This is an optimization exercise on Yosys and OpenROAD, whose aim is small area and a short achievable clock period, not a production implementation. In this exercise RTL edits were held to simulation tests only and were not proved equivalent to the original. Power and IR drop assume default switching activity.

===== flow/design.v =====
module soc_riscv_apb_wait_gen (
  input  logic [32*16-1:0] w_n_i,
  output logic [15:0]      w_o
);
  always_comb begin
    w_o = '0;
    for (int i = 0; i < 32; i++) w_o = w_o | ~w_n_i[16*i +: 16];
  end
endmodule
module soc_riscv_apb_slave_mem (
  input  logic [1:0]  sel_i,
  input  logic [15:0] w0_i,
  input  logic [15:0] w1_i,
  output logic [15:0] w_n_o
);
  assign w_n_o = ~((w0_i & {16{sel_i[0]}}) | (w1_i & {16{sel_i[1]}}));
endmodule
module apb_slave_mem_top (
  input  logic        PCLK,
  input  logic        PRESET,
  input  logic        PSEL,
  input  logic        PENABLE,
  input  logic [2:0]  PPROT,
  input  logic        PWRITE,
  input  logic [1:0]  PSTRB,
  input  logic [9:0]  PADDR,
  input  logic [15:0] PWDATA,
  output logic [15:0] PRDATA,
  output logic        PREADY,
  output logic        PSLVERR
);
  logic ph1_q, ph2_q, ph3_q, busy_q;
  logic ready_q, slverr_q;
  logic accept, go_resp, bus_err;
  logic [7:0] bus_ra, bus_rb;
  logic        wpend_q, wpend_d, wfire_q, wfire_d;
  logic [1:0]  wslot_q, wslot_d;
  logic [7:0]  wra_q, wra_d, wfa_q, wrb0_q, wrb1_q;
  logic [15:0] wdat_q;
  logic [1:0]  rot_q;
  logic [15:0] s0_q [64], s1_q [64], s2_q [64], s3_q [64];
  logic        rd_hit;
  logic [15:0] rd_word, rhold_q, rdata_q;
  logic unused_pprot;
  assign unused_pprot = ^{PPROT[2], PPROT[0], PADDR[0]};
  assign accept  = !busy_q && PSEL && !PENABLE;
  assign go_resp = ph3_q && PSEL;
  assign bus_err = PADDR[9] || (PADDR[8] && PPROT[1]);
  always_comb begin
    for (int i = 0; i < 8; i++) begin
      bus_ra[i] = (PADDR[5:3] == 3'(i));
      bus_rb[i] = (PADDR[8:6] == 3'(i));
    end
  end
  always_ff @(posedge PCLK or posedge PRESET) begin
    if (PRESET) begin
      ph1_q    <= 1'b0;
      ph2_q    <= 1'b0;
      ph3_q    <= 1'b0;
      busy_q   <= 1'b0;
      ready_q  <= 1'b0;
      slverr_q <= 1'b0;
    end else begin
      ph1_q    <= accept;
      ph2_q    <= ph1_q && PSEL;
      ph3_q    <= ph2_q && PSEL;
      busy_q   <= accept || ((ph1_q || ph2_q) && PSEL);
      ready_q  <= go_resp;
      slverr_q <= go_resp && bus_err;
    end
  end
  always_ff @(posedge PCLK) begin
    rot_q <= rot_q + 2'd1;
  end
  assign wpend_d = (go_resp && PWRITE && !bus_err) || (wpend_q && !wfire_q);
  assign wslot_d = go_resp ? PADDR[2:1] : wslot_q;
  assign wra_d   = go_resp ? bus_ra : wra_q;
  assign wfire_d = wpend_d && (rot_q + 2'd2 == wslot_d);
  always_ff @(posedge PCLK) begin
    wpend_q <= wpend_d;
    wfire_q <= wfire_d;
    wslot_q <= wslot_d;
    wra_q   <= wra_d;
    wfa_q   <= wra_d & {8{wfire_d}};
  end
  always_ff @(posedge PCLK) begin
    if (go_resp) begin
      wrb0_q <= bus_rb & {8{PSTRB[0]}};
      wrb1_q <= bus_rb & {8{PSTRB[1]}};
      wdat_q <= PWDATA;
    end
  end
  always_ff @(posedge PCLK) begin
    for (int r = 0; r < 64; r++) begin
      s3_q[r] <= s0_q[r];
      s2_q[r] <= s3_q[r];
      s1_q[r] <= s2_q[r];
      s0_q[r] <= s1_q[r];
      if (wfa_q[r % 8] && wrb0_q[r / 8]) s0_q[r][7:0]  <= wdat_q[7:0];
      if (wfa_q[r % 8] && wrb1_q[r / 8]) s0_q[r][15:8] <= wdat_q[15:8];
    end
  end
  assign rd_hit = (rot_q == PADDR[2:1]);
  logic [63:0]      rd_sel;
  logic [32*16-1:0] rd_pair_n;
  always_comb begin
    for (int r = 0; r < 64; r++) rd_sel[r] = bus_ra[r % 8] && bus_rb[r / 8];
  end
  for (genvar p = 0; p < 32; p++) begin : g_rd_pair
    soc_riscv_apb_slave_mem u_pair (
      .sel_i(rd_sel[2*p +: 2]),
      .w0_i (s0_q[2*p]),
      .w1_i (s0_q[2*p+1]),
      .w_n_o(rd_pair_n[16*p +: 16])
    );
  end
  soc_riscv_apb_wait_gen u_rd_or (
    .w_n_i(rd_pair_n),
    .w_o(rd_word)
  );
  always_ff @(posedge PCLK) begin
    rhold_q <= rd_hit ? (bus_err ? 16'h0000 : rd_word) : rdata_q;
    rdata_q <= rd_hit ? (bus_err ? 16'h0000 : rd_word) : rhold_q;
  end
  assign PREADY  = ready_q;
  assign PSLVERR = slverr_q;
  assign PRDATA  = rdata_q;
endmodule

===== flow/flow/run.sh =====
#!/bin/bash
# Own layout flow: the standard layout (standard.sh), with the slow
# complex cells (three- and four-high transistor stacks, 4:1 muxes, 4-input
# OR/NOR) also marked don't-use, so synthesis and timing repair build the
# read multiplexer from faster cells. Make's full output goes to
# make_finish.log in the work folder; ORFS keeps each step's log under
# orfs/logs.
set -euo pipefail
DONT_USE=" sky130_fd_sc_hd__probe_p_8 sky130_fd_sc_hd__probec_p_8 sky130_fd_sc_hd__lpflow_bleeder_1 sky130_fd_sc_hd__lpflow_clkbufkapwr_1 sky130_fd_sc_hd__lpflow_clkbufkapwr_16 sky130_fd_sc_hd__lpflow_clkbufkapwr_2 sky130_fd_sc_hd__lpflow_clkbufkapwr_4 sky130_fd_sc_hd__lpflow_clkbufkapwr_8 sky130_fd_sc_hd__lpflow_clkinvkapwr_1 sky130_fd_sc_hd__lpflow_clkinvkapwr_16 sky130_fd_sc_hd__lpflow_clkinvkapwr_2 sky130_fd_sc_hd__lpflow_clkinvkapwr_4 sky130_fd_sc_hd__lpflow_clkinvkapwr_8 sky130_fd_sc_hd__lpflow_decapkapwr_12 sky130_fd_sc_hd__lpflow_decapkapwr_3 sky130_fd_sc_hd__lpflow_decapkapwr_4 sky130_fd_sc_hd__lpflow_decapkapwr_6 sky130_fd_sc_hd__lpflow_decapkapwr_8 sky130_fd_sc_hd__lpflow_inputiso0n_1 sky130_fd_sc_hd__lpflow_inputiso0p_1 sky130_fd_sc_hd__lpflow_inputiso1n_1 sky130_fd_sc_hd__lpflow_inputiso1p_1 sky130_fd_sc_hd__lpflow_inputisolatch_1 sky130_fd_sc_hd__lpflow_isobufsrc_1 sky130_fd_sc_hd__lpflow_isobufsrc_16 sky130_fd_sc_hd__lpflow_isobufsrc_2 sky130_fd_sc_hd__lpflow_isobufsrc_4 sky130_fd_sc_hd__lpflow_isobufsrc_8 sky130_fd_sc_hd__lpflow_isobufsrckapwr_16 sky130_fd_sc_hd__lpflow_lsbuf_lh_hl_isowell_tap_1 sky130_fd_sc_hd__lpflow_lsbuf_lh_hl_isowell_tap_2 sky130_fd_sc_hd__lpflow_lsbuf_lh_hl_isowell_tap_4 sky130_fd_sc_hd__lpflow_lsbuf_lh_isowell_4 sky130_fd_sc_hd__lpflow_lsbuf_lh_isowell_tap_1 sky130_fd_sc_hd__lpflow_lsbuf_lh_isowell_tap_2 sky130_fd_sc_hd__lpflow_lsbuf_lh_isowell_tap_4  sky130_fd_sc_hd__a2111o_1 sky130_fd_sc_hd__a2111o_2 sky130_fd_sc_hd__a2111o_4 sky130_fd_sc_hd__a2111oi_0 sky130_fd_sc_hd__a2111oi_1 sky130_fd_sc_hd__a2111oi_2 sky130_fd_sc_hd__a2111oi_4 sky130_fd_sc_hd__a221o_1 sky130_fd_sc_hd__a221o_2 sky130_fd_sc_hd__a221o_4 sky130_fd_sc_hd__a221oi_1 sky130_fd_sc_hd__a221oi_2 sky130_fd_sc_hd__a221oi_4 sky130_fd_sc_hd__a222oi_1 sky130_fd_sc_hd__a2bb2o_1 sky130_fd_sc_hd__a2bb2o_2 sky130_fd_sc_hd__a2bb2o_4 sky130_fd_sc_hd__a311o_1 sky130_fd_sc_hd__a311o_2 sky130_fd_sc_hd__a311o_4 sky130_fd_sc_hd__a311oi_1 sky130_fd_sc_hd__a311oi_2 sky130_fd_sc_hd__a311oi_4 sky130_fd_sc_hd__a31o_1 sky130_fd_sc_hd__a31o_2 sky130_fd_sc_hd__a31o_4 sky130_fd_sc_hd__a31oi_1 sky130_fd_sc_hd__a31oi_2 sky130_fd_sc_hd__a31oi_4 sky130_fd_sc_hd__a32o_1 sky130_fd_sc_hd__a32o_2 sky130_fd_sc_hd__a32o_4 sky130_fd_sc_hd__a32oi_1 sky130_fd_sc_hd__a32oi_2 sky130_fd_sc_hd__a32oi_4 sky130_fd_sc_hd__a41o_1 sky130_fd_sc_hd__a41o_2 sky130_fd_sc_hd__a41o_4 sky130_fd_sc_hd__a41oi_1 sky130_fd_sc_hd__a41oi_2 sky130_fd_sc_hd__a41oi_4 sky130_fd_sc_hd__mux4_1 sky130_fd_sc_hd__mux4_2 sky130_fd_sc_hd__mux4_4 sky130_fd_sc_hd__nor4_1 sky130_fd_sc_hd__nor4_2 sky130_fd_sc_hd__nor4_4 sky130_fd_sc_hd__o2111a_1 sky130_fd_sc_hd__o2111a_2 sky130_fd_sc_hd__o2111a_4 sky130_fd_sc_hd__o2111ai_1 sky130_fd_sc_hd__o2111ai_2 sky130_fd_sc_hd__o2111ai_4 sky130_fd_sc_hd__o221a_1 sky130_fd_sc_hd__o221a_2 sky130_fd_sc_hd__o221a_4 sky130_fd_sc_hd__o221ai_1 sky130_fd_sc_hd__o221ai_2 sky130_fd_sc_hd__o221ai_4 sky130_fd_sc_hd__o2bb2a_1 sky130_fd_sc_hd__o2bb2a_2 sky130_fd_sc_hd__o2bb2a_4 sky130_fd_sc_hd__o311a_1 sky130_fd_sc_hd__o311a_2 sky130_fd_sc_hd__o311a_4 sky130_fd_sc_hd__o311ai_0 sky130_fd_sc_hd__o311ai_1 sky130_fd_sc_hd__o311ai_2 sky130_fd_sc_hd__o311ai_4 sky130_fd_sc_hd__o31a_1 sky130_fd_sc_hd__o31a_2 sky130_fd_sc_hd__o31a_4 sky130_fd_sc_hd__o31ai_1 sky130_fd_sc_hd__o31ai_2 sky130_fd_sc_hd__o31ai_4 sky130_fd_sc_hd__o32a_1 sky130_fd_sc_hd__o32a_2 sky130_fd_sc_hd__o32a_4 sky130_fd_sc_hd__o32ai_1 sky130_fd_sc_hd__o32ai_2 sky130_fd_sc_hd__o32ai_4 sky130_fd_sc_hd__o41a_1 sky130_fd_sc_hd__o41a_2 sky130_fd_sc_hd__o41a_4 sky130_fd_sc_hd__o41ai_1 sky130_fd_sc_hd__o41ai_2 sky130_fd_sc_hd__o41ai_4 sky130_fd_sc_hd__or4_1 sky130_fd_sc_hd__or4_2 sky130_fd_sc_hd__or4_4  sky130_fd_sc_hd__nor4b_1 sky130_fd_sc_hd__nor4b_2 sky130_fd_sc_hd__nor4b_4 sky130_fd_sc_hd__nor4bb_1 sky130_fd_sc_hd__nor4bb_2 sky130_fd_sc_hd__nor4bb_4 sky130_fd_sc_hd__or4b_1 sky130_fd_sc_hd__or4b_2 sky130_fd_sc_hd__or4b_4 sky130_fd_sc_hd__or4bb_1 sky130_fd_sc_hd__or4bb_2 sky130_fd_sc_hd__or4bb_4 "
bash standard.sh "DONT_USE_CELLS=$DONT_USE" finish > make_finish.log 2>&1

===== flow/standard.sh =====
#!/bin/bash
# synth_recipe.tcl (not shown) runs the flow's synth.tcl, then flattens the netlist and writes it again
# the make line also repeats each setting of config.mk as NAME=value (left out here)
make -C /OpenROAD-flow-scripts/flow DESIGN_CONFIG=/design/flow/config.mk WORK_HOME=/design/flow/orfs CLKGATE_MAP_FILE= SYNTH_SCRIPT=/design/flow/synth_recipe.tcl "${@:-finish}"

===== flow/config.mk =====
export PLATFORM = sky130hd
export DESIGN_NAME = apb_slave_mem_top
export DESIGN_NICKNAME = apb_slave_mem_top
export VERILOG_FILES = /design/flow/design.v
export SDC_FILE = /design/flow/constraint.sdc
export NUM_CORES = 4
export LEC_CHECK = 0
export CAP_MARGIN = 5
export CORE_MARGIN = 2
export CORE_UTILIZATION = 65
export CTS_CLUSTER_DIAMETER = 80
export CTS_CLUSTER_SIZE = 30
export SETUP_SLACK_MARGIN = 2.7
export SLEW_MARGIN = 5
export SYNTH_HIERARCHICAL = 1

===== flow/constraint.sdc =====
create_clock -name core_clock -period 5.0 [get_ports {PCLK}]
set_input_delay 1.0000 -clock core_clock [delete_from_list [all_inputs] [get_ports {PCLK}]]
set_output_delay 1.0000 -clock core_clock [all_outputs]
set_load 0.01 [all_outputs]

==> report_table.html, run 1 <==
<table>
<tr><th>Metric</th><th>Value</th></tr>
<tr><th colspan="2">Pwr</th></tr>
<tr><td>Int Power</td><td>39.9 mW</td></tr>
<tr><td>Power density over the cells</td><td>430 nW/µm²</td></tr>
<tr><td>Total power</td><td>49.7 mW</td></tr>
<tr><td>LEAKAGE</td><td>46.7 nW</td></tr>
<tr><td>IR Drop Worst-Case VDD</td><td>0.391 mV</td></tr>
<tr><td>Combinational share of power</td><td>0.9%</td></tr>
<tr><td>Net switching component of the power</td><td>9.76 mW</td></tr>
<tr><td>Clock Power Share</td><td>31.1%</td></tr>
<tr><td>Reg power frac</td><td>68.0%</td></tr>
<tr><td>Switching share of power</td><td>19.6%</td></tr>
<tr><th colspan="2">Finish</th></tr>
<tr><td>Final layout net count</td><td>6,765</td></tr>
<tr><td>Count of filler cells inserted in the layout</td><td>10,800</td></tr>
<tr><td>Fraction of the core area covered by cells at the end of the flow</td><td>71.0%</td></tr>
<tr><td>Layout cells sized above 1</td><td>29.9%</td></tr>
<tr><td>Register Area</td><td>84,300 µm²</td></tr>
<tr><td>Final std cells w/o fill</td><td>8,944</td></tr>
<tr><td>Final design instance area without fill</td><td>116,000 µm²</td></tr>
<tr><td>Area taken by multi-input logic gates</td><td>20,700 µm²</td></tr>
<tr><td>P&amp;R area growth vs syn</td><td>8.53%</td></tr>
<tr><th colspan="2">Global routing</th></tr>
<tr><td>Wire length of the first global-routing pass</td><td>318,000 µm</td></tr>
<tr><td>Overall Global Routing Usage</td><td>25.9%</td></tr>
<tr><td>GR Overflow Total</td><td>0</td></tr>
<tr><td>Maximum number of pins on one net before global-route repair</td><td>65</td></tr>
<tr><td>Vias in the first global route</td><td>47,800</td></tr>
<tr><td>Antenna violations before repair</td><td>11</td></tr>
<tr><th colspan="2">Logic synthesis</th></tr>
<tr><td>Total standard cell area after synthesis</td><td>107,000 µm²</td></tr>
<tr><td>Syn. warnings</td><td>16</td></tr>
<tr><td>Synthesized area per cell</td><td>16.3 µm²</td></tr>
<tr><td>Number of nets in the synthesized netlist</td><td>6,570</td></tr>
<tr><td>Number of distinct library cells after synthesis</td><td>39</td></tr>
<tr><td>Total of flip-flops plus latches after synthesis</td><td>4,188</td></tr>
<tr><td>Number of instances in the synthesized netlist</td><td>6,534</td></tr>
<tr><td>Part of the Yosys area used for sequential elements</td><td>79.0%</td></tr>
<tr><th colspan="2">Clocking</th></tr>
<tr><td>Number of hold-repair buffers added at the cts stage</td><td>0</td></tr>
<tr><td>CTS tree</td><td>done</td></tr>
<tr><td>Clock transition at the registers of the reported paths</td><td>0.11 ns</td></tr>
<tr><td>TritonCTS buffer count</td><td>157</td></tr>
<tr><td>Maximum buffer depth of the clock tree</td><td>3</td></tr>
<tr><td>Cell chosen for the clock root</td><td>sky130_fd_sc_hd__clkbuf_16</td></tr>
<tr><td>Total number of clock tree sinks</td><td>4,188</td></tr>
<tr><td>Clock insertion delay at the later pin of the skew report</td><td>0.84 ns</td></tr>
<tr><td>Clock H-tree levels</td><td>4</td></tr>
<tr><th colspan="2">Route</th></tr>
<tr><td>Drt via density</td><td>5.32</td></tr>
<tr><td>Total number of vias</td><td>47,600</td></tr>
<tr><td>DRC violations left</td><td>0</td></tr>
<tr><td>1st-iter DRT viols</td><td>3,358</td></tr>
<tr><td>Mean routed wirelength per cell</td><td>24.5 µm</td></tr>
<tr><td>Total routed wirelength</td><td>219,000 µm</td></tr>
<tr><td>First-pass detailed-route iteration total</td><td>5</td></tr>
<tr><td>Remaining number of nets flagged by the antenna check after routing</td><td>0</td></tr>
<tr><th colspan="2">Setup path</th></tr>
<tr><td>Crit-path max FO</td><td>9</td></tr>
<tr><td>Largest stage delay, worst path</td><td>0.41 ns</td></tr>
<tr><td>CP required</td><td>5.73 ns</td></tr>
<tr><td>Worst EP arrival</td><td>3.19 ns</td></tr>
<tr><td>Worst path cell trace</td><td>buf_12 &gt; or3b_4 &gt; buf_12 &gt; nor2_4 &gt; buf_12 &gt; buf_12 &gt; a22oi_2 &gt; nand4_1 &gt; nor2_1 &gt; buf_4 &gt; nand4_1 &gt; a22o_1</td></tr>
<tr><td>Worst path most repeated cell</td><td>sky130_fd_sc_hd__buf_12</td></tr>
<tr><td>Path type of the worst setup path</td><td>in2reg</td></tr>
<tr><td>Cell type of the slowest stage on the worst timing path</td><td>sky130_fd_sc_hd__nand4_1</td></tr>
<tr><td>Endpoint kind of the worst setup timing path</td><td>flip-flop</td></tr>
<tr><td>Buf+Inv Stages, Crit Path</td><td>5</td></tr>
<tr><td>Kind of launch point of the worst setup path</td><td>primary input</td></tr>
<tr><td>Top delay family on crit path</td><td>simple AND/OR/NAND/NOR gates</td></tr>
<tr><th colspan="2">Floorplan</th></tr>
<tr><td>Initial cell density of the core</td><td>65.4%</td></tr>
<tr><td>Die span in x</td><td>409 µm</td></tr>
<tr><td>DIE AREA</td><td>167,000 µm²</td></tr>
<tr><td>Site Rows</td><td>148</td></tr>
<tr><td>Area of the core</td><td>163,000 µm²</td></tr>
<tr><td>Height of the chip</td><td>409 µm</td></tr>
<tr><td>Top-level port count</td><td>54</td></tr>
<tr><th colspan="2">Timing</th></tr>
<tr><td>Max Clock Skew</td><td>0.0312 ns</td></tr>
<tr><td>Worst hold margin</td><td>0.321 ns</td></tr>
<tr><td>Setup TNS</td><td>0 ns</td></tr>
<tr><td>Share of the clock period used by the worst path</td><td>49.2%</td></tr>
<tr><td>Tightest Pin Transition</td><td>1.08 ns</td></tr>
<tr><td>Final hold vios</td><td>0</td></tr>
<tr><td>Final setup violation count</td><td>0</td></tr>
<tr><td>Final Critical Period</td><td>2.46 ns</td></tr>
<tr><td>Final count of pins violating max slew</td><td>0</td></tr>
<tr><td>Highest clock frequency the design can meet</td><td>407 MHz</td></tr>
<tr><td>Max_slew headroom</td><td>28.0%</td></tr>
<tr><td>Worst Setup Slack, final</td><td>2.54 ns</td></tr>
<tr><td>RSZ-0062 raised after global routing</td><td>true</td></tr>
<tr><th colspan="2">Placement</th></tr>
<tr><td>Standard cell area after detailed placement</td><td>109,000 µm²</td></tr>
<tr><td>Placed Instances</td><td>8,609</td></tr>
<tr><td>Place WS</td><td>0.472 ns</td></tr>
<tr><td>Final GP Congestion</td><td>0.793</td></tr>
<tr><td>DP HPWL</td><td>133,000 µm</td></tr>
<tr><td># port buffers</td><td>50</td></tr>
<tr><th colspan="2">Flow run</th></tr>
<tr><td>Max-cap violations</td><td>0</td></tr>
<tr><th colspan="2">Run status</th></tr>
<tr><td>Status</td><td>timing/DRC/antenna clean</td></tr>
<tr><th colspan="2">Min path</th></tr>
<tr><td>Classification of the worst-slack hold path</td><td>reg2reg</td></tr>
</table>
-- kinds of logic after synthesis --
| group | Yosys count | share of synthesized area (%) |
|---|---|---|
| buffers and inverters | 296 | 2.24 |
| multiplexers | 1025 | 10.8 |
| flip-flops | 4188 | 79.0 |
| AO/OA/AOI/OAI | 557 | 5.73 |
| AND/OR/NAND/NOR | 464 | 2.09 |
| XOR/XNOR | 4 | 0.0505 |
-- timing repair --
| item | in CTS | in global routing |
|---|---|---|
| buffers inserted | 78 | 55 |
| gates resized for setup | 324 | 98 |
| setup endpoints to repair | 168 | 63 |
| cloned | 1 | 2 |
| pin swaps | 75 | 114 |
-- synth_stat cells --
master | number | share of area (%)
sky130_fd_sc_hd__nand3_1 | 4 | 0.019
sky130_fd_sc_hd__a21bo_2 | 1 | 0.0094
sky130_fd_sc_hd__xnor2_1 | 2 | 0.016
sky130_fd_sc_hd__buf_2 | 30 | 0.14
sky130_fd_sc_hd__nand4_1 | 144 | 0.85
sky130_fd_sc_hd__nor3b_2 | 3 | 0.035
sky130_fd_sc_hd__a21oi_1 | 1 | 0.0047
sky130_fd_sc_hd__nor3b_1 | 6 | 0.042
sky130_fd_sc_hd__and2_1 | 2 | 0.012
sky130_fd_sc_hd__buf_12 | 32 | 0.60
sky130_fd_sc_hd__nor2_1 | 148 | 0.52
sky130_fd_sc_hd__or3_1 | 3 | 0.018
sky130_fd_sc_hd__o22ai_2 | 1 | 0.012
sky130_fd_sc_hd__or3b_1 | 2 | 0.016
sky130_fd_sc_hd__o21ai_0 | 5 | 0.023
sky130_fd_sc_hd__mux2_2 | 1024 | 11
sky130_fd_sc_hd__buf_6 | 96 | 1.0
sky130_fd_sc_hd__a22oi_4 | 32 | 0.64
sky130_fd_sc_hd__or3b_2 | 1 | 0.0082
sky130_fd_sc_hd__inv_1 | 6 | 0.021
sky130_fd_sc_hd__o21ai_2 | 4 | 0.033
sky130_fd_sc_hd__xnor2_4 | 1 | 0.026
sky130_fd_sc_hd__xor2_1 | 1 | 0.0082
sky130_fd_sc_hd__and3_1 | 1 | 0.0059
sky130_fd_sc_hd__nor2_2 | 1 | 0.0059
sky130_fd_sc_hd__nand3b_1 | 6 | 0.042
sky130_fd_sc_hd__a21o_1 | 1 | 0.0071
sky130_fd_sc_hd__mux2_4 | 1 | 0.014
sky130_fd_sc_hd__a22o_1 | 32 | 0.26
sky130_fd_sc_hd__dfrtp_1 | 6 | 0.14
sky130_fd_sc_hd__nor2b_1 | 1 | 0.0059
sky130_fd_sc_hd__a22oi_2 | 288 | 3.4
sky130_fd_sc_hd__nand2_1 | 140 | 0.49
sky130_fd_sc_hd__clkbuf_1 | 132 | 0.47
sky130_fd_sc_hd__edfxtp_1 | 32 | 0.90
sky130_fd_sc_hd__a22oi_1 | 192 | 1.4
sky130_fd_sc_hd__nand2_4 | 1 | 0.011
sky130_fd_sc_hd__dfxtp_1 | 4150 | 78
sky130_fd_sc_hd__nand2_2 | 1 | 0.0059
-- layer usage --
layer	part of all wire, %	GRT usage, %
met3	5.0	4.23
met5	0.039	0
met1	49	38.8
met2	44	39.0
met4	2.4	6.76
-- final cells by class --
class | instances | share of cell area [%]
flip-flops and latches | 4188 | 72.9
multi-input cells | 2050 | 17.9
clock buffers | 182 | 3.65
repair buffers | 326 | 3.05
well taps | 2175 | 2.35
clock inverters | 7 | 0.0498
inverters | 6 | 0.0216
diodes | 10 | 0.0216
-- per-module statistics from Yosys, one instance, submodules excluded --
module	flip-flops and latches	copies in the design	area [µm²]	cells
apb_slave_mem_top	4188	1	97900	5686
soc_riscv_apb_wait_gen	0	1	1140	208
soc_riscv_apb_slave_mem	0	32	233	20
-- sequential cells by signal, summed over array words and instances, names as in the netlist, 16 cells and up --
signal   count
s0_q      1024
s1_q      1024
s2_q      1024
s3_q      1024
rdata_q     16
rhold_q     16
wdat_q      16
-- path summary, 6_finish.rpt --
path                                       from              endpoint  slack [ns]  cells past startpoint
max                                    PADDR[4]    rdata_q[6]$_DFF_P_        2.54                     12
max reg2reg                wdat_q[14]$_DFFE_PP_  s0_q[28][14]$_DFF_P_        2.84                      2
min reg2reg                 s2_q[55][6]$_DFF_P_   s1_q[55][6]$_DFF_P_        0.32                      0
min in group asynchronous                PRESET       ph3_q$_DFF_PP0_        0.37                      2
max in group asynchronous                PRESET     ready_q$_DFF_PP0_        4.45                      2
min                         s2_q[55][6]$_DFF_P_   s1_q[55][6]$_DFF_P_        0.32                      0
-- cells in the final DEF, fill, tap and decap left out, types with 15 or more instances in the layout --
cell type	n
sky130_fd_sc_hd__a22o_1	32
sky130_fd_sc_hd__a22oi_1	138
sky130_fd_sc_hd__a22oi_2	342
sky130_fd_sc_hd__a22oi_4	32
sky130_fd_sc_hd__buf_12	53
sky130_fd_sc_hd__buf_4	176
sky130_fd_sc_hd__buf_6	53
sky130_fd_sc_hd__clkbuf_1	15
sky130_fd_sc_hd__clkbuf_16	168
sky130_fd_sc_hd__clkdlybuf4s50_1	26
sky130_fd_sc_hd__dfxtp_1	4126
sky130_fd_sc_hd__dfxtp_4	22
sky130_fd_sc_hd__edfxtp_1	32
sky130_fd_sc_hd__mux2_2	1024
sky130_fd_sc_hd__nand2_1	137
sky130_fd_sc_hd__nand4_1	144
sky130_fd_sc_hd__nor2_1	51
sky130_fd_sc_hd__nor2_2	52
sky130_fd_sc_hd__nor2_4	46
-- power by group through the flow --
stage / clock network [mW] / logic, mW / registers (mW)
after floorplan: 0 / 0.242 / 34.5
after global placement: 0 / 0.372 / 34.6
after detailed placement: 0 / 0.378 / 34.6
after CTS: 15.7 / 0.435 / 33.8
after global routing: 16.9 / 0.480 / 33.8
final: 15.4 / 0.460 / 33.8
==> inputs of run 2 (changes only) <==
--- a/flow/config.mk
+++ b/flow/config.mk
@@ -6,10 +6,10 @@
 export NUM_CORES = 4
 export LEC_CHECK = 0
-export CAP_MARGIN = 5
+export CAP_MARGIN = 20
 export CORE_MARGIN = 2
-export CORE_UTILIZATION = 65
+export CORE_UTILIZATION = 75
 export CTS_CLUSTER_DIAMETER = 80
 export CTS_CLUSTER_SIZE = 30
 export SETUP_SLACK_MARGIN = 2.7
-export SLEW_MARGIN = 5
+export SLEW_MARGIN = 20
 export SYNTH_HIERARCHICAL = 1
==> run 2 against run 1 <==
Compared with the run above: largest cell class unchanged; critical path type unchanged; cell area down 0.55%; synthesized area unchanged; non-clock buffer count decreased by 15; still clean on timing, DRC and antenna; clock skew fell by 0.0081 ns; largest power group unchanged; via count grew 1.1%.
==> report_table.html, run 2 <==
<table>
<tr><th>Metric</th><th>Value</th></tr>
<tr><th colspan="2">Clocking</th></tr>
<tr><td>Clock H-tree levels</td><td>4 (unchanged)</td></tr>
<tr><td>Total number of clock tree sinks</td><td>4,188 (unchanged)</td></tr>
<tr><td>Maximum buffer depth of the clock tree</td><td>3 (unchanged)</td></tr>
<tr><td>CTS tree</td><td>done</td></tr>
<tr><td>Number of hold-repair buffers added at the cts stage</td><td>0 (unchanged)</td></tr>
<tr><td>Clock insertion delay at the later pin of the skew report</td><td>0.83 ns (about the same)</td></tr>
<tr><td>Cell chosen for the clock root</td><td>sky130_fd_sc_hd__clkbuf_16</td></tr>
<tr><td>Clock transition at the registers of the reported paths</td><td>0.10 ns (about the same)</td></tr>
<tr><td>TritonCTS buffer count</td><td>157 (unchanged)</td></tr>
<tr><th colspan="2">Timing</th></tr>
<tr><td>Final count of pins violating max slew</td><td>0 (unchanged)</td></tr>
<tr><td>Setup TNS</td><td>0 ns (unchanged)</td></tr>
<tr><td>RSZ-0062 raised after global routing</td><td>true</td></tr>
<tr><td>Max Clock Skew</td><td>0.0231 ns (-0.00812 ns)</td></tr>
<tr><td>Max_slew headroom</td><td>19.7% (-8.4 points)</td></tr>
<tr><td>Final setup violation count</td><td>0 (unchanged)</td></tr>
<tr><td>Final Critical Period</td><td>2.47 ns (+0.00722 ns)</td></tr>
<tr><td>Highest clock frequency the design can meet</td><td>405 MHz (-0.29%)</td></tr>
<tr><td>Final hold vios</td><td>0 (unchanged)</td></tr>
<tr><td>Tightest Pin Transition</td><td>1.21 ns (+0.126 ns)</td></tr>
<tr><td>Share of the clock period used by the worst path</td><td>49.3% (+0.14 points)</td></tr>
<tr><th colspan="2">Floorplan</th></tr>
<tr><td>Area of the core</td><td>141,000 µm² (-13%)</td></tr>
<tr><td>Site Rows</td><td>138 (-6.8%)</td></tr>
<tr><td>Die span in x</td><td>381 µm (-6.8%)</td></tr>
<tr><td>DIE AREA</td><td>145,000 µm² (-13%)</td></tr>
<tr><td>Height of the chip</td><td>381 µm (-6.8%)</td></tr>
<tr><td>Top-level port count</td><td>54 (unchanged)</td></tr>
<tr><td>Initial cell density of the core</td><td>75.4% (+10 points)</td></tr>
<tr><th colspan="2">Finish</th></tr>
<tr><td>Count of filler cells inserted in the layout</td><td>7,588 (-30%)</td></tr>
<tr><td>Final layout net count</td><td>6,752 (-0.19%)</td></tr>
<tr><td>Area taken by multi-input logic gates</td><td>20,800 µm² (+0.14%)</td></tr>
<tr><td>P&amp;R area growth vs syn</td><td>7.93%</td></tr>
<tr><td>Commonest non-fill, non-tap cells in the layout</td><td>4,127 x sky130_fd_sc_hd__dfxtp_1, 1,024 x sky130_fd_sc_hd__mux2_2, 334 x sky130_fd_sc_hd__a22oi_2</td></tr>
<tr><td>Commonest non-fill, non-tap cell in the layout</td><td>sky130_fd_sc_hd__dfxtp_1</td></tr>
<tr><td>Layout cells sized above 1</td><td>29.5% (-0.35 points)</td></tr>
<tr><td>Register Area</td><td>84,200 µm² (about the same)</td></tr>
<tr><th colspan="2">Global routing</th></tr>
<tr><td>Overall Global Routing Usage</td><td>29.0% (+3.2 points)</td></tr>
<tr><td>Vias in the first global route</td><td>49,500 (+3.6%)</td></tr>
<tr><td>Maximum number of pins on one net before global-route repair</td><td>65 (unchanged)</td></tr>
<tr><td>Antenna violations before repair</td><td>9 (-2)</td></tr>
<tr><td>Wire length of the first global-routing pass</td><td>315,000 µm (-0.87%)</td></tr>
<tr><td>GR Overflow Total</td><td>0 (unchanged)</td></tr>
<tr><th colspan="2">Logic synthesis</th></tr>
<tr><td>EDFF count, synth</td><td>32 (unchanged)</td></tr>
<tr><td>Syn. warnings</td><td>16 (unchanged)</td></tr>
<tr><td>Part of the Yosys area used for sequential elements</td><td>79.0% (unchanged)</td></tr>
<tr><td>Number of distinct library cells after synthesis</td><td>39 (unchanged)</td></tr>
<tr><td>Total of flip-flops plus latches after synthesis</td><td>4,188 (unchanged)</td></tr>
<tr><td>Total standard cell area after synthesis</td><td>107,000 µm² (unchanged)</td></tr>
<tr><td>Cell taking the most area after synthesis</td><td>sky130_fd_sc_hd__dfxtp_1</td></tr>
<tr><td>Fraction of registers with async set or reset after synthesis</td><td>0.143% (unchanged)</td></tr>
<tr><td>Synth top area cells</td><td>sky130_fd_sc_hd__dfxtp_1 78%, sky130_fd_sc_hd__mux2_2 11%, sky130_fd_sc_hd__a22oi_2 3.4%</td></tr>
<tr><td>Main flop type after synthesis</td><td>sky130_fd_sc_hd__dfxtp_1</td></tr>
<tr><td>Leading cell type by number of instances after synthesis</td><td>sky130_fd_sc_hd__dfxtp_1</td></tr>
<tr><td>Post-synth top cells</td><td>4,150 x sky130_fd_sc_hd__dfxtp_1, 1,024 x sky130_fd_sc_hd__mux2_2, 288 x sky130_fd_sc_hd__a22oi_2, 192 x sky130_fd_sc_hd__a22oi_1, 148 x sky130_fd_sc_hd__nor2_1</td></tr>
<tr><td>Number of instances in the synthesized netlist</td><td>6,534 (unchanged)</td></tr>
<tr><td>Synthesized area per cell</td><td>16.3 µm² (unchanged)</td></tr>
<tr><td>Number of nets in the synthesized netlist</td><td>6,570 (unchanged)</td></tr>
<tr><td>Area share of the leading cell type in the synthesized netlist</td><td>78.0% (unchanged)</td></tr>
<tr><th colspan="2">Pwr</th></tr>
<tr><td>Power density over the cells</td><td>432 nW/µm² (+0.47%)</td></tr>
<tr><td>LEAKAGE</td><td>46.5 nW (-0.34%)</td></tr>
<tr><td>IR Drop Worst-Case VDD</td><td>0.444 mV (+14%)</td></tr>
<tr><td>Total power</td><td>49.7 mW (about the same)</td></tr>
<tr><th colspan="2">Setup path</th></tr>
<tr><td>Largest stage delay, worst path</td><td>0.32 ns (-0.09 ns)</td></tr>
<tr><td>Worst EP arrival</td><td>3.19 ns (about the same)</td></tr>
<tr><td>Worst path cell trace</td><td>buf_8 &gt; buf_6 &gt; buf_4 &gt; buf_6 &gt; nand2_8 &gt; buf_12 &gt; nor2_4 &gt; buf_12 &gt; a22oi_2 &gt; nand4_1 &gt; nor2_4 &gt; buf_6 &gt; nand4_1 &gt; a22o_1</td></tr>
<tr><td>Cell type of the slowest stage on the worst timing path</td><td>sky130_fd_sc_hd__nor2_4</td></tr>
<tr><td>Endpoint kind of the worst setup timing path</td><td>flip-flop</td></tr>
<tr><td>CP required</td><td>5.72 ns (about the same)</td></tr>
<tr><td>Kind of launch point of the worst setup path</td><td>primary input</td></tr>
<tr><td>Path type of the worst setup path</td><td>in2reg</td></tr>
<tr><td>Crit-path max FO</td><td>6 (-3)</td></tr>
<tr><td>Worst path most repeated cell</td><td>sky130_fd_sc_hd__buf_6</td></tr>
<tr><th colspan="2">Route</th></tr>
<tr><td>1st-iter DRT viols</td><td>3,256 (-3.0%)</td></tr>
<tr><td>Mean routed wirelength per cell</td><td>24.7 µm (+0.85%)</td></tr>
<tr><td>Drt via density</td><td>5.57 (+4.7%)</td></tr>
<tr><td>Total routed wirelength</td><td>213,000 µm (-2.6%)</td></tr>
<tr><td>DRC violations left</td><td>0 (unchanged)</td></tr>
<tr><td>Remaining number of nets flagged by the antenna check after routing</td><td>0 (unchanged)</td></tr>
<tr><td>First-pass detailed-route iteration total</td><td>6 (+1)</td></tr>
<tr><td>Total number of vias</td><td>48,100 (+1.1%)</td></tr>
<tr><th colspan="2">Placement</th></tr>
<tr><td>Final GP Congestion</td><td>0.800 (+0.84%)</td></tr>
<tr><td># port buffers</td><td>50 (unchanged)</td></tr>
<tr><td>DP HPWL</td><td>129,000 µm (-2.7%)</td></tr>
<tr><th colspan="2">Run status</th></tr>
<tr><td>Status</td><td>timing/DRC/antenna clean</td></tr>
<tr><th colspan="2">Min path</th></tr>
<tr><td>Classification of the worst-slack hold path</td><td>reg2reg</td></tr>
<tr><th colspan="2">Flow run</th></tr>
<tr><td>Max-cap violations</td><td>0 (unchanged)</td></tr>
</table>
-- run 2: critical path: cells and delay by family --
kind	cells	cell delay [ns]
simple gates	5	0.90
buf+inv	7	0.87
compound gates	2	0.42
-- run 2: timing repair --
action	in CTS	in global routing
gates resized for setup	320	67
pin swaps	84	69
setup endpoints to repair	100	50
buffers inserted	96	25
gates cloned	3	5
-- run 2: kinds of logic after synthesis --
logic type                Yosys count  share of synthesized area [%]
buffers and inverters             296                           2.24
xor gates and xnor gates            4                         0.0505
DFF                              4188                           79.0
and+or+nand+nor                   464                           2.09
AOI/OAI and AO/OA                 557                           5.73
muxes                            1025                           10.8
-- run 2: cell type report --
class | instances | area share [%]
Tap cell | 1890 | 2.06
Sequential cell | 4188 | 73.3
Antenna cell | 1 | 0.00218
Timing Repair Buffer | 311 | 2.86
Clock buffer | 184 | 3.65
Clock inverter | 7 | 0.0599
Inverter | 6 | 0.0218
Multi-Input combinational cell | 2052 | 18.1
-- run 2: layer usage --
metal	vias to the layer above	part of all wire, %	GRT usage (%)
li1	22500	-	-
met1	24400	47	42.4
met2	987	46	46.0
met3	289	4.6	4.13
met4	4	2.3	7.77
met5	-	0.011	0
-- run 2: metrics by stage --
| step | instances | setup WS (ns) | cell area (µm²) | hold slack (ns) | utilization, % |
|---|---|---|---|---|---|
| after CTS | 8608 | 2.55 | 114000 | 0.316 | 80.9 |
| final | 8639 | 2.53 | 115000 | 0.320 | 81.4 |
| after floorplan | 6534 | 2.49 | 107000 | 0.310 | - |
| after global routing | 8638 | 2.55 | 115000 | 0.329 | 81.4 |
| after detailed placement | 8318 | 0.400 | 108000 | 0.312 | 76.6 |
| after global placement | 8318 | 0.476 | 108000 | 0.310 | 76.6 |
-- run 2: worst paths after layout --
check,startpoint,depth (start not counted),endpoint,slack [ns]
max,PADDR[8],14,rhold_q[0]$_DFF_P_,2.53
min,s2_q[28][15]$_DFF_P_,0,s1_q[28][15]$_DFF_P_,0.32
max reg2reg,wfa_q[3]$_DFF_P_,2,s0_q[11][11]$_DFF_P_,2.63
min reg2reg,s2_q[28][15]$_DFF_P_,0,s1_q[28][15]$_DFF_P_,0.32
max in group asynchronous,PRESET,2,ready_q$_DFF_PP0_,4.45
min in group asynchronous,PRESET,2,slverr_q$_DFF_PP0_,0.38
-- run 2: Yosys stat by module, one instance, submodules excluded --
module,flops+latches,times used,cells
soc_riscv_apb_slave_mem,0,32,20
apb_slave_mem_top,4188,1,5686
soc_riscv_apb_wait_gen,0,1,208
-- run 2: report_power, final --
part | total (mW) | internal [mW] | switching (mW)
Combinational | 0.459 | 0.192 | 0.268
Sequential | 33.8 | 33.7 | 0.121
Clock | 15.4 | 6.03 | 9.36
==> inputs of run 3 (changes only) <==
--- a/flow/config.mk
+++ b/flow/config.mk
@@ -8,8 +8,8 @@
 export CAP_MARGIN = 20
 export CORE_MARGIN = 2
-export CORE_UTILIZATION = 75
+export CORE_UTILIZATION = 65
 export CTS_CLUSTER_DIAMETER = 80
 export CTS_CLUSTER_SIZE = 30
-export SETUP_SLACK_MARGIN = 2.7
+export SETUP_SLACK_MARGIN = 3.5
 export SLEW_MARGIN = 20
 export SYNTH_HIERARCHICAL = 1
==> run 3 against run 2 <==
Compared with the run above: flip-flop and latch count unchanged; still clean on timing, DRC and antenna; utilization down 9.4 points; clock power hardly changed; non-clock buffer count up 80; final cell count up 4.4%; synthesized area is the same; critical path depth shrank 2; setup slack improved by 0.043 ns; via count shrank 0.94%.
==> report_table.html, run 3 <==
<table>
<tr><th>Metric</th><th>Value</th></tr>
<tr><th colspan="2">Setup path</th></tr>
<tr><td>Logic depth of the worst register-to-register path</td><td>5 (+3)</td></tr>
<tr><td>Origin of the critical flop-to-flop path</td><td>rot_q[1]$_DFF_P_</td></tr>
<tr><td>Kind of launch point of the worst setup path</td><td>primary input</td></tr>
<tr><td>Reg-to-reg slack, setup</td><td>3.07 ns (+0.44 ns)</td></tr>
<tr><td>Path type of the worst setup path</td><td>in2reg</td></tr>
<tr><td>CP required</td><td>5.70 ns (-0.02 ns)</td></tr>
<tr><td>Endpoint kind of the worst setup timing path</td><td>flip-flop</td></tr>
<tr><td>Worst EP arrival</td><td>3.13 ns (-0.06 ns)</td></tr>
<tr><td>Endpoint of the lowest-slack register-to-register path</td><td>rdata_q[8]$_DFF_P_</td></tr>
<tr><td>Crit-path max FO</td><td>6 (unchanged)</td></tr>
<tr><th colspan="2">Global routing</th></tr>
<tr><td>Maximum number of pins on one net before global-route repair</td><td>65 (unchanged)</td></tr>
<tr><td>Vias in the first global route</td><td>48,500 (-2.0%)</td></tr>
<tr><td>Overall Global Routing Usage</td><td>25.7% (-3.3 points)</td></tr>
<tr><td>GR Overflow Total</td><td>0 (unchanged)</td></tr>
<tr><td>Wire length of the first global-routing pass</td><td>319,000 µm (+1.2%)</td></tr>
<tr><td>Antenna violations before repair</td><td>3 (-6)</td></tr>
<tr><th colspan="2">Route</th></tr>
<tr><td>Mean routed wirelength per cell</td><td>24.1 µm (-2.5%)</td></tr>
<tr><td>1st-iter DRT viols</td><td>3,009 (-7.6%)</td></tr>
<tr><td>Total routed wirelength</td><td>217,000 µm (+1.8%)</td></tr>
<tr><td>DRC violations left</td><td>0 (unchanged)</td></tr>
<tr><td>Total number of vias</td><td>47,700 (-0.94%)</td></tr>
<tr><td>Remaining number of nets flagged by the antenna check after routing</td><td>0 (unchanged)</td></tr>
<tr><td>Drt via density</td><td>5.29 (-5.1%)</td></tr>
<tr><td>First-pass detailed-route iteration total</td><td>5 (-1)</td></tr>
<tr><th colspan="2">Clocking</th></tr>
<tr><td>Clock insertion delay at the later pin of the skew report</td><td>0.83 ns (about the same)</td></tr>
<tr><td>Cell chosen for the clock root</td><td>sky130_fd_sc_hd__clkbuf_16</td></tr>
<tr><td>Clock transition at the registers of the reported paths</td><td>0.11 ns (about the same)</td></tr>
<tr><td>Number of hold-repair buffers added at the cts stage</td><td>0 (unchanged)</td></tr>
<tr><td>TritonCTS buffer count</td><td>157 (unchanged)</td></tr>
<tr><td>Maximum buffer depth of the clock tree</td><td>3 (unchanged)</td></tr>
<tr><td>Clock H-tree levels</td><td>4 (unchanged)</td></tr>
<tr><td>Total number of clock tree sinks</td><td>4,188 (unchanged)</td></tr>
<tr><td>CTS tree</td><td>done</td></tr>
<tr><th colspan="2">Run status</th></tr>
<tr><td>Status</td><td>timing/DRC/antenna clean</td></tr>
<tr><th colspan="2">Timing</th></tr>
<tr><td>Final count of pins violating max slew</td><td>0 (unchanged)</td></tr>
<tr><td>Tightest Pin Transition</td><td>0.788 ns (-0.417 ns)</td></tr>
<tr><td>Final Critical Period</td><td>2.42 ns (-0.0434 ns)</td></tr>
<tr><td>Max_slew headroom</td><td>47.4% (+28 points)</td></tr>
<tr><td>Final hold vios</td><td>0 (unchanged)</td></tr>
<tr><td>Highest clock frequency the design can meet</td><td>413 MHz (+1.8%)</td></tr>
<tr><td>Worst Setup Slack, final</td><td>2.58 ns (+0.0434 ns)</td></tr>
<tr><td>Setup TNS</td><td>0 ns (unchanged)</td></tr>
<tr><td>Share of the clock period used by the worst path</td><td>48.5% (-0.87 points)</td></tr>
<tr><td>Max Clock Skew</td><td>0.0329 ns (+0.00974 ns)</td></tr>
<tr><td>Final setup violation count</td><td>0 (unchanged)</td></tr>
<tr><td>RSZ-0062 raised after global routing</td><td>true</td></tr>
<tr><th colspan="2">Pwr</th></tr>
<tr><td>LEAKAGE</td><td>47.3 nW (+1.8%)</td></tr>
<tr><td>IR Drop Worst-Case VDD</td><td>0.403 mV (-9.1%)</td></tr>
<tr><td>Total power</td><td>49.7 mW (+0.13%)</td></tr>
<tr><td>Power density over the cells</td><td>424 nW/µm² (-1.8%)</td></tr>
<tr><th colspan="2">Logic synthesis</th></tr>
<tr><td>Total of flip-flops plus latches after synthesis</td><td>4,188 (unchanged)</td></tr>
<tr><td>Leading cell type by number of instances after synthesis</td><td>sky130_fd_sc_hd__dfxtp_1</td></tr>
<tr><td>Part of the Yosys area used for sequential elements</td><td>79.0% (unchanged)</td></tr>
<tr><td>Main flop type after synthesis</td><td>sky130_fd_sc_hd__dfxtp_1</td></tr>
<tr><td>Total standard cell area after synthesis</td><td>107,000 µm² (unchanged)</td></tr>
<tr><td>Synthesized area per cell</td><td>16.3 µm² (unchanged)</td></tr>
<tr><td>Syn. warnings</td><td>16 (unchanged)</td></tr>
<tr><td>Synth top area cells</td><td>sky130_fd_sc_hd__dfxtp_1 78%, sky130_fd_sc_hd__mux2_2 11%, sky130_fd_sc_hd__a22oi_2 3.4%</td></tr>
<tr><td>Number of distinct library cells after synthesis</td><td>39 (unchanged)</td></tr>
<tr><td>Number of nets in the synthesized netlist</td><td>6,570 (unchanged)</td></tr>
<tr><td>Number of instances in the synthesized netlist</td><td>6,534 (unchanged)</td></tr>
<tr><td>Post-synth top cells</td><td>4,150 x sky130_fd_sc_hd__dfxtp_1, 1,024 x sky130_fd_sc_hd__mux2_2, 288 x sky130_fd_sc_hd__a22oi_2, 192 x sky130_fd_sc_hd__a22oi_1, 148 x sky130_fd_sc_hd__nor2_1</td></tr>
<tr><td>EDFF count, synth</td><td>32 (unchanged)</td></tr>
<tr><td>Cell taking the most area after synthesis</td><td>sky130_fd_sc_hd__dfxtp_1</td></tr>
<tr><td>Area share of the leading cell type in the synthesized netlist</td><td>78.0% (unchanged)</td></tr>
<tr><td>Fraction of registers with async set or reset after synthesis</td><td>0.143% (unchanged)</td></tr>
<tr><th colspan="2">Finish</th></tr>
<tr><td>Fraction of the core area covered by cells at the end of the flow</td><td>72.0% (-9.4 points)</td></tr>
<tr><td>Commonest non-fill, non-tap cells in the layout</td><td>4,126 x sky130_fd_sc_hd__dfxtp_1, 1,024 x sky130_fd_sc_hd__mux2_2, 333 x sky130_fd_sc_hd__a22oi_2</td></tr>
<tr><td>Commonest non-fill, non-tap cell in the layout</td><td>sky130_fd_sc_hd__dfxtp_1</td></tr>
<tr><td>Layout cells sized above 1</td><td>32.5% (+3.0 points)</td></tr>
<tr><td>P&amp;R area growth vs syn</td><td>10.1%</td></tr>
<tr><td>Final design instance area without fill</td><td>117,000 µm² (+2.0%)</td></tr>
<tr><td>Final layout net count</td><td>6,837 (+1.3%)</td></tr>
<tr><th colspan="2">Floorplan</th></tr>
<tr><td>Height of the chip</td><td>409 µm (+7.3%)</td></tr>
<tr><td>Initial cell density of the core</td><td>65.4% (-10 points)</td></tr>
<tr><td>Site Rows</td><td>148 (+7.2%)</td></tr>
<tr><td>Die span in x</td><td>409 µm (+7.3%)</td></tr>
<tr><td>Area of the core</td><td>163,000 µm² (+15%)</td></tr>
<tr><td>DIE AREA</td><td>167,000 µm² (+15%)</td></tr>
<tr><td>Top-level port count</td><td>54 (unchanged)</td></tr>
<tr><th colspan="2">Placement</th></tr>
<tr><td>Place WS</td><td>0.165 ns (-0.235 ns)</td></tr>
<tr><td>Final GP Congestion</td><td>0.790 (-1.3%)</td></tr>
<tr><td>Standard cell area after detailed placement</td><td>109,000 µm² (+0.30%)</td></tr>
<tr><td>DP HPWL</td><td>132,000 µm (+2.4%)</td></tr>
<tr><td># port buffers</td><td>50 (unchanged)</td></tr>
<tr><th colspan="2">Min path</th></tr>
<tr><td>Number of instances on the worst hold path</td><td>0 (unchanged)</td></tr>
<tr><td>Hold_sp</td><td>s2_q[27][0]$_DFF_P_</td></tr>
<tr><td>End point of the most critical hold path</td><td>s1_q[27][0]$_DFF_P_</td></tr>
<tr><td>Classification of the worst-slack hold path</td><td>reg2reg</td></tr>
<tr><th colspan="2">Flow run</th></tr>
<tr><td>Max-cap violations</td><td>0 (unchanged)</td></tr>
</table>
## run 3: cell counts after synthesis
No cell type changed its count.
## run 3: per-stage QoR
stage | hold WS [ns] | cells
6_report | 0.318 | 9019
4_1_cts | 0.321 | 8963
3_3_place_gp | 0.310 | 8583
5_1_grt | 0.326 | 9014
2_1_floorplan | 0.310 | 6534
3_5_place_dp | 0.312 | 8586
## run 3: cell families (layout without fill, tap and decap cells)
kind of cell / Yosys count / count (layout) / share of synthesized area [%]
compound gates: 557 / 557 / 5.73
xor+xnor: 4 / 4 / 0.0505
buf+inv: 296 / 594 / 2.24
flops: 4188 / 4188 / 79.0
mux: 1025 / 1025 / 10.8
other cells: 0 / 5 / 0
simple gates: 464 / 471 / 2.09
## run 3: layout make-up
| class | instances | area, µm² |
|---|---|---|
| Fill cell | 10500 | 45600 |
| Timing Repair Buffer | 391 | 4580 |
| Antenna cell | 5 | 12.5 |
| Clock inverter | 15 | 179 |
| Tap cell | 2175 | 2720 |
| Sequential cell | 4188 | 84300 |
| Inverter | 6 | 33.8 |
| Clock buffer | 182 | 4080 |
| Multi-Input combinational cell | 2057 | 21300 |
## run 3: how the worst max path moves through the flow
stage,cells past startpoint,start,endpoint
2_1_floorplan,11,PADDR[7],rdata_q[14]$_DFF_P_
3_3_place_gp,9,PADDR[5],rdata_q[2]$_DFF_P_
3_5_place_dp,9,PADDR[3],rhold_q[2]$_DFF_P_
4_1_cts,1,rdata_q[6]$_DFF_P_,PRDATA[6]
5_1_grt,1,rdata_q[6]$_DFF_P_,PRDATA[6]
6_report,12,PADDR[8],rdata_q[0]$_DFF_P_
## run 3: timing repair
item / 4_1_cts / 5_1_grt
gates resized for setup: 532 / 108
setup endpoints to repair: 1140 / 506
pin swaps: 139 / 90
buffers inserted: 171 / 50
cloned: 9 / 1
## run 3: metal layers
layer	part of all wire, %	global-route usage [%]
met5	0	0
met4	2.3	6.34
met3	3.6	3.34
met2	44	38.8
met1	50	39.4
## run 3: worst max-delay path: stages
cell	delay, ns
sky130_fd_sc_hd__buf_12	0.12
sky130_fd_sc_hd__buf_8	0.11
sky130_fd_sc_hd__nand3b_1	0.13
sky130_fd_sc_hd__buf_12	0.14
sky130_fd_sc_hd__buf_8	0.11
sky130_fd_sc_hd__buf_6	0.11
sky130_fd_sc_hd__nor2_4	0.06
sky130_fd_sc_hd__a22oi_2	0.22
sky130_fd_sc_hd__nand4_1	0.41
sky130_fd_sc_hd__nor2_4	0.34
sky130_fd_sc_hd__nand4_1	0.15
sky130_fd_sc_hd__a22o_1	0.21
## run 3: per-module statistics from Yosys (local to each module, per instance)
module                   cells  flops+latches  cell area (µm²)  times used
apb_slave_mem_top         5686           4188            97900           1
soc_riscv_apb_wait_gen     208              0             1140           1
soc_riscv_apb_slave_mem     20              0              233          32
## run 3: power breakdown
| group | internal [mW] | switching [mW] | total (mW) |
|---|---|---|---|
| Combinational | 0.256 | 0.307 | 0.563 |
| Sequential | 33.7 | 0.110 | 33.8 |
| Clock | 5.91 | 9.46 | 15.4 |
| Total | 39.8 | 9.88 | 49.7 |
==> inputs of run 4 (changes only) <==
--- a/flow/config.mk
+++ b/flow/config.mk
@@ -11,5 +11,5 @@
 export CTS_CLUSTER_DIAMETER = 80
 export CTS_CLUSTER_SIZE = 30
-export SETUP_SLACK_MARGIN = 3.5
+export SETUP_SLACK_MARGIN = 3.2
 export SLEW_MARGIN = 20
 export SYNTH_HIERARCHICAL = 1
==> run 4 against run 3 <==
Compared with the run above: critical path depth up 2; via count down 0.31%; setup slack worse by 0.049 ns; die area unchanged; first-iteration DRC count up 2.2%; cell area down 0.83%; global-route usage down 0.14 points; synthesized cell count unchanged; clock-buffer cell count down 4; register-to-register slack better by 0.11 ns; fmax down 2.0%; sequential power about the same; largest cell class unchanged; highest routed layer is now met5.
==> report_table.html, run 4 <==
<table>
<tr><th>Metric</th><th>Value</th></tr>
<tr><th colspan="2">Finish</th></tr>
<tr><td>Final std cells w/o fill</td><td>8,955 (-0.71%)</td></tr>
<tr><td>Count of filler cells inserted in the layout</td><td>10,700 (+2.0%)</td></tr>
<tr><td>Commonest non-fill, non-tap cell in the layout</td><td>sky130_fd_sc_hd__dfxtp_1</td></tr>
<tr><td>Commonest non-fill, non-tap cells in the layout</td><td>4,126 x sky130_fd_sc_hd__dfxtp_1, 1,024 x sky130_fd_sc_hd__mux2_2, 357 x sky130_fd_sc_hd__a22oi_2</td></tr>
<tr><td>P&amp;R area growth vs syn</td><td>9.15%</td></tr>
<tr><td>Layout cells sized above 1</td><td>30.7% (-1.8 points)</td></tr>
<tr><td>Final design instance area without fill</td><td>116,000 µm² (-0.83%)</td></tr>
<tr><td>Final layout net count</td><td>6,781 (-0.82%)</td></tr>
<tr><th colspan="2">Logic synthesis</th></tr>
<tr><td>Post-synth top cells</td><td>4,150 x sky130_fd_sc_hd__dfxtp_1, 1,024 x sky130_fd_sc_hd__mux2_2, 288 x sky130_fd_sc_hd__a22oi_2, 192 x sky130_fd_sc_hd__a22oi_1, 148 x sky130_fd_sc_hd__nor2_1</td></tr>
<tr><td>Cell taking the most area after synthesis</td><td>sky130_fd_sc_hd__dfxtp_1</td></tr>
<tr><td>Area share of the leading cell type in the synthesized netlist</td><td>78.0% (unchanged)</td></tr>
<tr><td>EDFF count, synth</td><td>32 (unchanged)</td></tr>
<tr><td>Part of the Yosys area used for sequential elements</td><td>79.0% (unchanged)</td></tr>
<tr><td>Synth top area cells</td><td>sky130_fd_sc_hd__dfxtp_1 78%, sky130_fd_sc_hd__mux2_2 11%, sky130_fd_sc_hd__a22oi_2 3.4%</td></tr>
<tr><td>Synthesized area per cell</td><td>16.3 µm² (unchanged)</td></tr>
<tr><td>Total of flip-flops plus latches after synthesis</td><td>4,188 (unchanged)</td></tr>
<tr><td>Number of nets in the synthesized netlist</td><td>6,570 (unchanged)</td></tr>
<tr><td>Number of distinct library cells after synthesis</td><td>39 (unchanged)</td></tr>
<tr><td>Number of instances in the synthesized netlist</td><td>6,534 (unchanged)</td></tr>
<tr><td>Leading cell type by number of instances after synthesis</td><td>sky130_fd_sc_hd__dfxtp_1</td></tr>
<tr><td>Fraction of registers with async set or reset after synthesis</td><td>0.143% (unchanged)</td></tr>
<tr><td>Syn. warnings</td><td>16 (unchanged)</td></tr>
<tr><td>Total standard cell area after synthesis</td><td>107,000 µm² (unchanged)</td></tr>
<tr><td>Main flop type after synthesis</td><td>sky130_fd_sc_hd__dfxtp_1</td></tr>
<tr><th colspan="2">Min path</th></tr>
<tr><td>End point of the most critical hold path</td><td>s1_q[48][15]$_DFF_P_</td></tr>
<tr><td>Classification of the worst-slack hold path</td><td>reg2reg</td></tr>
<tr><td>Number of instances on the worst hold path</td><td>0 (unchanged)</td></tr>
<tr><td>Hold_sp</td><td>s2_q[48][15]$_DFF_P_</td></tr>
<tr><th colspan="2">Setup path</th></tr>
<tr><td>Cell type of the slowest stage on the worst timing path</td><td>sky130_fd_sc_hd__nand4_1</td></tr>
<tr><td>Crit-path max FO</td><td>8 (+2)</td></tr>
<tr><td>Reg-to-reg slack, setup</td><td>3.18 ns (+0.11 ns)</td></tr>
<tr><td>CP required</td><td>5.71 ns (about the same)</td></tr>
<tr><td>Largest stage delay, worst path</td><td>0.32 ns (-0.09 ns)</td></tr>
<tr><td>Worst path cell trace</td><td>buf_12 &gt; buf_8 &gt; nand3b_1 &gt; buf_4 &gt; buf_12 &gt; buf_6 &gt; nor2_4 &gt; buf_12 &gt; buf_8 &gt; a22oi_2 &gt; nand4_1 &gt; nor2_4 &gt; nand4_1 &gt; a22o_1</td></tr>
<tr><td>Origin of the critical flop-to-flop path</td><td>s0_q[38][7]$_DFF_P_</td></tr>
<tr><td>Kind of launch point of the worst setup path</td><td>primary input</td></tr>
<tr><td>Logic depth of the worst register-to-register path</td><td>6 (+1)</td></tr>
<tr><td>Worst EP arrival</td><td>3.19 ns (+0.06 ns)</td></tr>
<tr><td>Worst path most repeated cell</td><td>sky130_fd_sc_hd__buf_12</td></tr>
<tr><td>Path type of the worst setup path</td><td>in2reg</td></tr>
<tr><td>Endpoint kind of the worst setup timing path</td><td>flip-flop</td></tr>
<tr><td>Endpoint of the lowest-slack register-to-register path</td><td>rhold_q[7]$_DFF_P_</td></tr>
<tr><th colspan="2">Pwr</th></tr>
<tr><td>LEAKAGE</td><td>46.8 nW (-1.1%)</td></tr>
<tr><td>Power density over the cells</td><td>427 nW/µm² (+0.58%)</td></tr>
<tr><td>IR Drop Worst-Case VDD</td><td>0.403 mV (about the same)</td></tr>
<tr><th colspan="2">Global routing</th></tr>
<tr><td>GRT met1 Usage</td><td>38.1% (-1.3 points)</td></tr>
<tr><td>GR Overflow Total</td><td>0 (unchanged)</td></tr>
<tr><td>Vias in the first global route</td><td>48,300 (-0.43%)</td></tr>
<tr><td>Antenna violations before repair</td><td>3 (unchanged)</td></tr>
<tr><td>Routing layer with the top usage in global route</td><td>met2</td></tr>
<tr><td>Met2 track utilization from global routing</td><td>40.7% (+1.8 points)</td></tr>
<tr><td>Maximum number of pins on one net before global-route repair</td><td>54 (-17%)</td></tr>
<tr><td>Met3 Use GR</td><td>3.25% (-0.092 points)</td></tr>
<tr><td>Wire length of the first global-routing pass</td><td>318,000 µm (-0.23%)</td></tr>
<tr><td>Overall Global Routing Usage</td><td>25.6% (-0.14 points)</td></tr>
<tr><th colspan="2">Timing</th></tr>
<tr><td>RSZ-0062 raised after global routing</td><td>true</td></tr>
<tr><td>Final count of pins violating max slew</td><td>0 (unchanged)</td></tr>
<tr><td>Share of the clock period used by the worst path</td><td>49.5% (+0.99 points)</td></tr>
<tr><td>Final setup violation count</td><td>0 (unchanged)</td></tr>
<tr><td>Final Critical Period</td><td>2.47 ns (+0.0494 ns)</td></tr>
<tr><td>Tightest Pin Transition</td><td>1.01 ns (+0.219 ns)</td></tr>
<tr><td>Setup TNS</td><td>0 ns (unchanged)</td></tr>
<tr><td>Worst Setup Slack, final</td><td>2.53 ns (-0.0494 ns)</td></tr>
<tr><td>Max Clock Skew</td><td>0.0275 ns (-0.00540 ns)</td></tr>
<tr><td>Max_slew headroom</td><td>32.8% (-15 points)</td></tr>
<tr><td>Highest clock frequency the design can meet</td><td>404 MHz (-2.0%)</td></tr>
<tr><td>Final hold vios</td><td>0 (unchanged)</td></tr>
<tr><th colspan="2">Floorplan</th></tr>
<tr><td>Site Rows</td><td>148 (unchanged)</td></tr>
<tr><td>Area of the core</td><td>163,000 µm² (unchanged)</td></tr>
<tr><td>DIE AREA</td><td>167,000 µm² (unchanged)</td></tr>
<tr><td>Height of the chip</td><td>409 µm (unchanged)</td></tr>
<tr><td>Die span in x</td><td>409 µm (unchanged)</td></tr>
<tr><td>Top-level port count</td><td>54 (unchanged)</td></tr>
<tr><td>Initial cell density of the core</td><td>65.4% (unchanged)</td></tr>
<tr><th colspan="2">Clocking</th></tr>
<tr><td>Clock H-tree levels</td><td>4 (unchanged)</td></tr>
<tr><td>Clock insertion delay at the later pin of the skew report</td><td>0.82 ns (about the same)</td></tr>
<tr><td>Clock transition at the registers of the reported paths</td><td>0.11 ns (about the same)</td></tr>
<tr><td>Cell chosen for the clock root</td><td>sky130_fd_sc_hd__clkbuf_16</td></tr>
<tr><td>CTS tree</td><td>done</td></tr>
<tr><td>TritonCTS buffer count</td><td>157 (unchanged)</td></tr>
<tr><td>Maximum buffer depth of the clock tree</td><td>3 (unchanged)</td></tr>
<tr><td>Total number of clock tree sinks</td><td>4,188 (unchanged)</td></tr>
<tr><th colspan="2">Route</th></tr>
<tr><td>Total number of vias</td><td>47,500 (-0.31%)</td></tr>
<tr><td>Remaining number of nets flagged by the antenna check after routing</td><td>0 (unchanged)</td></tr>
<tr><td>1st-iter DRT viols</td><td>3,076 (+2.2%)</td></tr>
<tr><td>First-pass detailed-route iteration total</td><td>5 (unchanged)</td></tr>
<tr><td>Total routed wirelength</td><td>217,000 µm (about the same)</td></tr>
<tr><td>Drt via density</td><td>5.31 (+0.40%)</td></tr>
<tr><td>Mean routed wirelength per cell</td><td>24.2 µm (+0.70%)</td></tr>
<tr><td>DRC violations left</td><td>0 (unchanged)</td></tr>
<tr><th colspan="2">Flow run</th></tr>
<tr><td>Max-cap violations</td><td>0 (unchanged)</td></tr>
<tr><th colspan="2">Placement</th></tr>
<tr><td>Final GP Congestion</td><td>0.785 (-0.56%)</td></tr>
<tr><td>Placed Instances</td><td>8,614 (+0.33%)</td></tr>
<tr><td># port buffers</td><td>50 (unchanged)</td></tr>
<tr><td>Standard cell area after detailed placement</td><td>109,000 µm² (+0.13%)</td></tr>
<tr><td>DP HPWL</td><td>132,000 µm (-0.21%)</td></tr>
<tr><td>Place WS</td><td>0.202 ns (+0.0372 ns)</td></tr>
<tr><th colspan="2">Run status</th></tr>
<tr><td>Status</td><td>timing/DRC/antenna clean</td></tr>
</table>
[run 4: cell counts after synthesis]
No cell type changed its count.
[run 4: how the worst max path moves through the flow]
stage	start	endpoint	cells past startpoint
after global placement	PADDR[5]	rdata_q[1]$_DFF_P_	11
after floorplan	PADDR[7]	rdata_q[14]$_DFF_P_	11
after global routing	rdata_q[5]$_DFF_P_	PRDATA[5]	1
after detailed placement	PADDR[5]	rhold_q[1]$_DFF_P_	11
final	PADDR[8]	rhold_q[13]$_DFF_P_	14
after CTS	rdata_q[5]$_DFF_P_	PRDATA[5]	1
[run 4: layout make-up]
class                   count  area [µm²]  area share (%)
multi-input cells        2051       21000            18.0
repair buffers            341        4010            3.45
clock inverters            13         193           0.166
inverters                   6        26.3          0.0226
diodes                      3        7.51         0.00646
clock buffers             178        4050            3.48
flip-flops and latches   4188       84300            72.5
well taps                2175        2720            2.34
[run 4: report_power, final]
group / switching [mW] / internal (mW) / total, mW
logic: 0.276 / 0.221 / 0.497
registers: 0.115 / 33.7 / 33.8
clock network: 9.42 / 5.88 / 15.3
total: 9.81 / 39.8 / 49.6
[run 4: worst max-delay path: cells and delay by family]
kind	cells	cell delay, ns
AND/OR/NAND/NOR	5	0.88
AO/OA/AOI/OAI	2	0.43
buffers and inverters	7	0.85
[run 4: per-module statistics from Yosys (local to each module, per instance)]
module	copies in the design	cell area, µm²
apb_slave_mem_top	1	97900
soc_riscv_apb_slave_mem	32	233
soc_riscv_apb_wait_gen	1	1140
[run 4: timing repair]
item	CTS	global route
gates resized for setup	442	87
hold buffers	0	0
cloned	7	4
setup endpoints to repair	1132	176
buffers inserted	90	46
pin swaps	103	85
[run 4: cell families (layout without fill, tap and decap cells)]
| logic type | Yosys count | count (layout) | synth area share (%) |
|---|---|---|---|
| DFF | 4188 | 4188 | 79.0 |
| muxes | 1025 | 1025 | 10.8 |
| AOI/OAI and AO/OA | 557 | 557 | 5.73 |
| and+or+nand+nor | 464 | 465 | 2.09 |
| buffers and inverters | 296 | 538 | 2.24 |
| xor gates and xnor gates | 4 | 4 | 0.0505 |
| other | 0 | 3 | 0 |
[run 4: metrics by stage]
| stage | utilization, % | hold slack, ns | power [mW] |
|---|---|---|---|
| 2_1_floorplan | - | 0.310 | 34.8 |
| 3_3_place_gp | 66.8 | 0.310 | 34.9 |
| 3_5_place_dp | 66.8 | 0.312 | 34.9 |
| 4_1_cts | 70.9 | 0.318 | 49.8 |
| 5_1_grt | 71.4 | 0.324 | 51.1 |
| 6_report | 71.4 | 0.320 | 49.6 |
[run 4: metal layers]
layer	vias up	share of wire [%]
met5	-	0.0055
met3	217	3.7
li1	22600	-
met2	717	46
met1	24000	49
met4	2	1.7

separate check: timing with driven ports:
No port has a modelled driver above. Below, the same layouts with a new extraction and two added sets of constraints. Step 1 assumes that a clkbuf_16 drives the clock port and a buf_2 every other input. Step 2 also shifts input and output timing later by t, the mid clock arrival at the registers, as if the neighbouring blocks saw the same clock. a / b / c = ideal / step 1 / step 2; a / b = the first two.
| run | t, ns | slack for setup (ns) | worst setup path at the end | latest minus earliest clock arrival (ns) | worst slew at a driven data input, ns |
|---|---|---|---|---|---|
| run 1 | 0.907 | 2.540 / 2.489 / 1.617 | input to register | 0.035 / 0.035 | 0.14 |
| run 2 | 0.905 | 2.533 / 2.498 / 1.604 | input to register | 0.029 / 0.030 | 0.18 |
| run 3 | 0.897 | 2.577 / 2.457 / 1.559 | input to register | 0.036 / 0.035 | 0.27 |
| run 4 | 0.893 | 2.527 / 2.460 / 1.566 | input to register | 0.029 / 0.029 | 0.15 |
After both steps every run listed still meets setup and hold. The setup slack of run 3, which loses most, moves by -0.120 ns with the drivers and by -1.018 ns with both steps.
